Source: an optimization exercise on an open RTL-to-GDS flow (aim: small area). Production flows keep margins and buffers that such runs may drop. The RTL was checked by simulation tests, not by an equivalence proof against the original design. No activity file was given, so power comes from the tool's default toggle rates.

== v47 ==
==> flow/design.v <==
package comms_pkg;
  localparam logic [7:0] OP_WRITE_ALL = 8'h00;
  localparam logic [7:0] OP_READ      = 8'h04;
  localparam int unsigned CLKS_PER_BIT_DEFAULT = 25;
  typedef enum logic [2:0] {
    StIdle  = 3'd0,
    StHdr1  = 3'd6,
    StHdr2  = 3'd1,
    StWrite = 3'd5,
    StRead  = 3'd4
  } ctrl_state_e;
  typedef enum logic [1:0] {
    TxStart,
    TxData,
    TxStop
  } tx_phase_e;
  typedef enum logic [2:0] {
    RxIdle,
    RxStart,
    RxData,
    RxStop,
    RxBreak
  } rx_state_e;
  localparam logic [4:0] CNT_FIRST      = 5'd1;
  localparam logic [4:0] CNT_HALF_FIRST = 5'd31;
  localparam logic [4:0] CNT_LAST       = 5'd29;
  function automatic logic [4:0] cnt_step(input logic [4:0] s);
    cnt_step = {s[3:0], s[4] ^ s[2]};
  endfunction
  function automatic int unsigned idx_width(input int unsigned n);
    if (n > 1) idx_width = $clog2(n);
    else       idx_width = 1;
  endfunction
endpackage
module uart_rx
#(
  parameter int unsigned CLKS_PER_BIT = comms_pkg::CLKS_PER_BIT_DEFAULT
) (
  input  logic       clk_i,
  input  logic       rst_ni,
  input  logic       rxd_i,
  output logic [7:0] byte_o,
  output logic       byte_valid_o
);
  localparam int unsigned CntW = 5;
  localparam logic [3:0] PosIdle  = 4'd0;
  localparam logic [3:0] PosStart = 4'd1;
  localparam logic [3:0] PosStop  = 4'd2;
  localparam logic [3:0] PosBreak = 4'd3;
  logic            rx_meta_q;
  logic            rx_sync_q;
  logic [3:0]      pos_q;
  logic [CntW-1:0] cnt_q;
  logic [7:0]      shift_q;
  logic            valid_q;
  logic            cnt_last;
  assign cnt_last = (cnt_q == comms_pkg::CNT_LAST);
  always_ff @(posedge clk_i or negedge rst_ni) begin
    if (!rst_ni) begin
      rx_meta_q <= 1'b1;
      rx_sync_q <= 1'b1;
    end else begin
      rx_meta_q <= rxd_i;
      rx_sync_q <= rx_meta_q;
    end
  end
  always_ff @(posedge clk_i or negedge rst_ni) begin
    if (!rst_ni) begin
      pos_q   <= PosIdle;
      valid_q <= 1'b0;
    end else begin
      valid_q <= 1'b0;
      if (pos_q[3]) begin
        if (cnt_last) begin
          pos_q <= (pos_q[2:0] == 3'd7) ? PosStop : pos_q + 1'b1;
        end
      end else begin
        unique case (pos_q[1:0])
          2'd0: begin
            if (!rx_sync_q) begin
              pos_q <= PosStart;
            end
          end
          2'd1: begin
            if (cnt_last) begin
              pos_q <= rx_sync_q ? PosIdle : 4'd8;
            end
          end
          2'd2: begin
            if (cnt_last) begin
              valid_q <= rx_sync_q;
              pos_q   <= rx_sync_q ? PosIdle : PosBreak;
            end
          end
          default: begin
            if (rx_sync_q) begin
              pos_q <= PosIdle;
            end
          end
        endcase
      end
    end
  end
  always_ff @(posedge clk_i) begin
    if (pos_q == PosIdle) begin
      cnt_q <= comms_pkg::CNT_HALF_FIRST;
    end else if (cnt_last) begin
      cnt_q <= comms_pkg::CNT_FIRST;
    end else begin
      cnt_q <= comms_pkg::cnt_step(cnt_q);
    end
    if (pos_q[3] && cnt_last) begin
      shift_q <= {rx_sync_q, shift_q[7:1]};
    end
  end
  assign byte_o       = shift_q;
  assign byte_valid_o = valid_q;
endmodule
module top_level
#(
  parameter int unsigned DATA_ADDRS   = 2,
  parameter int unsigned WORD_BYTES   = 128,
  parameter int unsigned CLKS_PER_BIT = comms_pkg::CLKS_PER_BIT_DEFAULT
) (
  input  logic clk_100mhz,
  input  logic sys_rst,
  input  logic uart_rxd,
  output logic uart_txd
);
  localparam int unsigned     SlotW   = comms_pkg::idx_width(WORD_BYTES);
  localparam int unsigned     CntW    = 5;
  logic [7:0] rx_byte;
  logic       rx_valid;
  uart_rx #(
    .CLKS_PER_BIT(CLKS_PER_BIT)
  ) u_uart_rx (
    .clk_i       (clk_100mhz),
    .rst_ni      (sys_rst),
    .rxd_i       (uart_rxd),
    .byte_o      (rx_byte),
    .byte_valid_o(rx_valid)
  );
  localparam logic [SlotW-1:0] SlotLast = 7'h40;
  function automatic logic [SlotW-1:0] lfsr_step(input logic [SlotW-1:0] s);
    lfsr_step = {s[SlotW-2:0], s[SlotW-1] ^ s[SlotW-2] ^ (s[SlotW-2:0] == '0)};
  endfunction
  logic [WORD_BYTES-1:0] ring_q [2*8];
  logic [SlotW-1:0]      slot_q;      
  comms_pkg::ctrl_state_e state_q;
  logic [SlotW:0]   idx_q;
  logic             pend_q;       
  logic             valid_q;      
  logic [CntW-1:0]  tx_cnt_q;
  logic [3:0]       tx_pos_q;
  logic [7:0]       buf_q;        
  logic             txd_q;
  logic             hit_cur_q;    
  logic             hit_prev;     
  logic [SlotW-1:0] slot_step;
  logic [SlotW-1:0] idx_step;
  logic [7:0]       tap;
  always_comb begin
    hit_prev  = (slot_q == idx_q[SlotW-1:0]);
    slot_step = lfsr_step(slot_q);
    idx_step  = lfsr_step(idx_q[SlotW-1:0]);
    for (int b = 0; b < 8; b++) begin
      tap[b] = idx_q[SlotW] ? ring_q[8+b][WORD_BYTES-1] : ring_q[b][WORD_BYTES-1];
    end
  end
  always_ff @(posedge clk_100mhz) begin
    for (int w = 0; w < 2; w++) begin
      for (int b = 0; b < 8; b++) begin
        ring_q[w*8+b] <= {ring_q[w*8+b][WORD_BYTES-2:0],
                          (pend_q && hit_cur_q && (idx_q[SlotW] == w[0])) ? buf_q[b]
                                                                         : ring_q[w*8+b][WORD_BYTES-1]};
      end
    end
  end
  always_ff @(posedge clk_100mhz or negedge sys_rst) begin
    if (!sys_rst) begin
      slot_q <= '0;
    end else begin
      slot_q <= slot_step;
    end
  end
  always_ff @(posedge clk_100mhz) begin
    hit_cur_q <= hit_prev;
  end
  always_ff @(posedge clk_100mhz) begin
    for (int b = 0; b < 8; b++) begin
      if (state_q == comms_pkg::StWrite) begin
        if (rx_valid) begin
          buf_q[b] <= rx_byte[b];
        end
      end else if (state_q == comms_pkg::StHdr2 || state_q == comms_pkg::StRead) begin
        if ((tx_pos_q > 4'(b)) ? hit_cur_q : hit_prev) begin
          buf_q[b] <= tap[b];
        end
      end
    end
  end
  always_ff @(posedge clk_100mhz or negedge sys_rst) begin
    if (!sys_rst) begin
      state_q <= comms_pkg::StIdle;
      pend_q  <= 1'b0;
      valid_q <= 1'b0;
      txd_q   <= 1'b1;
    end else begin
      if (pend_q && hit_cur_q) begin
        pend_q <= 1'b0;
      end
      unique case (state_q)
        comms_pkg::StIdle: begin
          if (rx_valid) begin
            state_q <= comms_pkg::StHdr1;
          end
        end
        comms_pkg::StHdr1: begin
          if (rx_valid) begin
            state_q <= comms_pkg::StHdr2;
          end
        end
        comms_pkg::StHdr2: begin
          if (rx_valid) begin
            if (tx_pos_q[1]) begin
              valid_q <= 1'b1;
              state_q <= comms_pkg::StWrite;
            end else if (tx_pos_q[0]) begin
              txd_q   <= 1'b0;
              state_q <= comms_pkg::StRead;
            end else begin
              state_q <= comms_pkg::StIdle;
            end
          end
        end
        comms_pkg::StWrite: begin
          if (rx_valid) begin
            pend_q <= 1'b1;
            if (idx_q == {1'b1, SlotLast}) begin
              state_q <= comms_pkg::StIdle;
            end
          end
        end
        comms_pkg::StRead: begin
          if (tx_cnt_q == comms_pkg::CNT_LAST) begin
            if (tx_pos_q == 4'd9) begin
              if (idx_q[SlotW-1:0] == '0) begin
                state_q <= comms_pkg::StIdle;
              end else begin
                txd_q <= 1'b0;
              end
            end else begin
              txd_q <= tx_pos_q[3] | (buf_q[tx_pos_q[2:0]] & valid_q);
            end
          end
        end
        default: state_q <= comms_pkg::StIdle;
      endcase
    end
  end
  always_ff @(posedge clk_100mhz) begin
    if (pend_q && hit_cur_q) begin
      idx_q <= {idx_q[SlotW] ^ (idx_q[SlotW-1:0] == SlotLast), idx_step};
    end
    unique case (state_q)
      comms_pkg::StIdle: begin
        if (rx_valid) begin
          tx_pos_q <= {2'b10, rx_byte == comms_pkg::OP_WRITE_ALL, rx_byte == comms_pkg::OP_READ};
        end
      end
      comms_pkg::StHdr1: begin
        if (rx_valid) begin
          idx_q    <= {rx_byte[0], {SlotW{1'b0}}};
        end
      end
      comms_pkg::StHdr2: begin
        if (rx_valid) begin
          idx_q[SlotW] <= tx_pos_q[0] & idx_q[SlotW];
        end
        if (rx_valid && tx_pos_q[0]) begin
          idx_q[SlotW-1:0] <= idx_step;
          tx_cnt_q <= comms_pkg::CNT_FIRST;
          tx_pos_q <= '0;
        end
      end
      comms_pkg::StRead: begin
        if (tx_cnt_q != comms_pkg::CNT_LAST) begin
          tx_cnt_q <= comms_pkg::cnt_step(tx_cnt_q);
        end else begin
          tx_cnt_q <= comms_pkg::CNT_FIRST;
          if (tx_pos_q == 4'd9) begin
            if (idx_q[SlotW-1:0] != '0) begin
              idx_q[SlotW-1:0] <= idx_step;
              tx_pos_q <= '0;
            end
          end else begin
            tx_pos_q <= tx_pos_q + 1'b1;
          end
        end
      end
      default: ;
    endcase
  end
  assign uart_txd = txd_q;
endmodule
Settings: LEC_CHECK=0, CAP_MARGIN=20, CORE_MARGIN=2, CORE_UTILIZATION=70, PLACE_DENSITY=0.8, SLEW_MARGIN=20; clock period 10.0 ns.
standard.sh (not shown) runs the stock make flow with config.mk's settings and CLKGATE_MAP_FILE= SYNTH_SCRIPT=/design/flow/synth_recipe.tcl, a recipe that flattens the netlist after the stock synthesis.
==> flow/flow/run.sh <==
#!/bin/bash
# Standard layout, with clock tree synthesis options of our own.
export CTS_ARGS="-sink_clustering_enable -repair_clock_nets -buf_list {sky130_fd_sc_hd__clkbuf_4 sky130_fd_sc_hd__clkbuf_8} -sink_clustering_buffer sky130_fd_sc_hd__clkbuf_8 -tree_buf sky130_fd_sc_hd__clkbuf_4 -root_buf sky130_fd_sc_hd__clkbuf_16 -sink_clustering_size 18 -sink_clustering_max_diameter 60 -dont_use_dummy_load"
bash standard.sh > flow_standard.log 2>&1
v47 was carried through to the last stage, and its layout satisfied the timing, design-rule and antenna checks.
Input-level comparison between v36 and v47:
==> flow/flow/run.sh <==
#!/bin/bash
# Standard layout, with clock tree synthesis options of our own.
export CTS_ARGS="-sink_clustering_enable -repair_clock_nets -buf_list {sky130_fd_sc_hd__clkbuf_2 sky130_fd_sc_hd__clkbuf_8} -sink_clustering_buffer sky130_fd_sc_hd__clkbuf_8 -tree_buf sky130_fd_sc_hd__clkbuf_2 -root_buf sky130_fd_sc_hd__clkbuf_16 -sink_clustering_size 18 -sink_clustering_max_diameter 60 -dont_use_dummy_load"
bash standard.sh > flow_standard.log 2>&1
Results
Total power of v36 is lower than that of v47.
In the tables for v36 and v47, number of diodes added for antenna fixing reads higher with v36.
Diff v47 -> v36: routed via count moved up; fraction of standard cell area that is sequential level; register-to-register slack moved down.
diff inputs: v36 => v15
==> flow/flow/run.sh <==
#!/bin/bash
# Standard layout, with clock tree synthesis options of our own.
export CTS_ARGS="-sink_clustering_enable -buf_list {sky130_fd_sc_hd__clkbuf_4 sky130_fd_sc_hd__clkbuf_8} -sink_clustering_buffer sky130_fd_sc_hd__clkbuf_8 -tree_buf sky130_fd_sc_hd__clkbuf_4 -root_buf sky130_fd_sc_hd__clkbuf_16 -sink_clustering_size 18 -sink_clustering_max_diameter 60 -dont_use_dummy_load"
bash standard.sh > flow_standard.log 2>&1
[summary]
Hold buffer count at CTS of v15 is on par with v36. Between v36 and v15, the design area figures differ only marginally. v15 vs. v36: layout cell share with drive strength beyond 1 barely changed, area taken by flip-flops and latches barely changed, part of the total power dissipated in sequential elements dropped 0.3 points, part of the cycle the worst path needs dropped 0.65 points, multi-input gate share of the layout cell area barely changed. On delay of the slowest cell on the worst path, v15 and v36 are basically level. Diff v36 -> v15 | post-layout minimum cycle time | decrease of 0.065 ns. Clock buffer instance count of the final layout came out exactly the same in v15 and v36.
For v24, these inputs were changed with respect to v15:
==> flow/flow/run.sh <==
#!/bin/bash
# Standard layout, with clock tree synthesis options of our own.
export CTS_ARGS="-sink_clustering_enable -repair_clock_nets -buf_list {sky130_fd_sc_hd__clkbuf_2 sky130_fd_sc_hd__clkbuf_8} -sink_clustering_buffer sky130_fd_sc_hd__clkbuf_8 -tree_buf sky130_fd_sc_hd__clkbuf_2 -root_buf sky130_fd_sc_hd__clkbuf_8 -sink_clustering_size 21 -sink_clustering_max_diameter 55 -dont_use_dummy_load"
bash standard.sh > flow_standard.log 2>&1
Results
- v24 completed; timing, DRC and antenna clean
- As far as worst setup slack is concerned, v24 and v15 perform about the same.
- v24 ended up with a lower routing usage on met3 than v15 did.
- The higher area growth from synthesis to layout of v15 and v24 is in v15.
- Summary — number of buffers inserted during clock tree synthesis, v24 relative to v15: lower, by about 18%.
- ~same first-pass GRT wire length in v15 and v24
- Smallest hold slack was higher in v24 than in v15.
- Between v15 and v24, count of clock-buffer cells in the layout is lower for v24, v15 comes in above that.
- Instance count of the mapped netlist came out exactly the same in v15 and v24.
- v24 vs. v15: met3 wire length went up by about 6%.
- On v24: worst vdd rail ir drop is 6.0% higher than what v15 gave.

==> port drivers added, routing unchanged <==
No port has a modelled driver above. Below, the same layouts with a new extraction and two added sets of constraints. Step 1 sets driving cells, clkbuf_16 on the clock port and buf_2 on the other inputs (assumed; they add their load-dependent delay and slew). Step 2 also shifts input and output timing later by t, the mid clock arrival at the registers, as if the neighbouring blocks saw the same clock. Three values: ideal ports, drivers, drivers and shift; two values: the first two.
run | t, ns | setup slack, ns | worst setup path at the end | slew at the worst register clock pin (ns) | pins driven straight from the clock port
v47 | 0.739 | 6.334 / 6.274 / 7.012 | register to output | 0.11 / 0.11 | 1
v36 | 0.833 | 6.269 / 6.207 / 7.040 | register to output | 0.11 / 0.11 | 1
v15 | 0.739 | 6.334 / 6.274 / 7.012 | register to output | 0.11 / 0.11 | 1
v24 | 0.737 | 6.336 / 6.275 / 7.012 | register to output | 0.12 / 0.12 | 1
After both steps setup and hold are still met in every run listed.
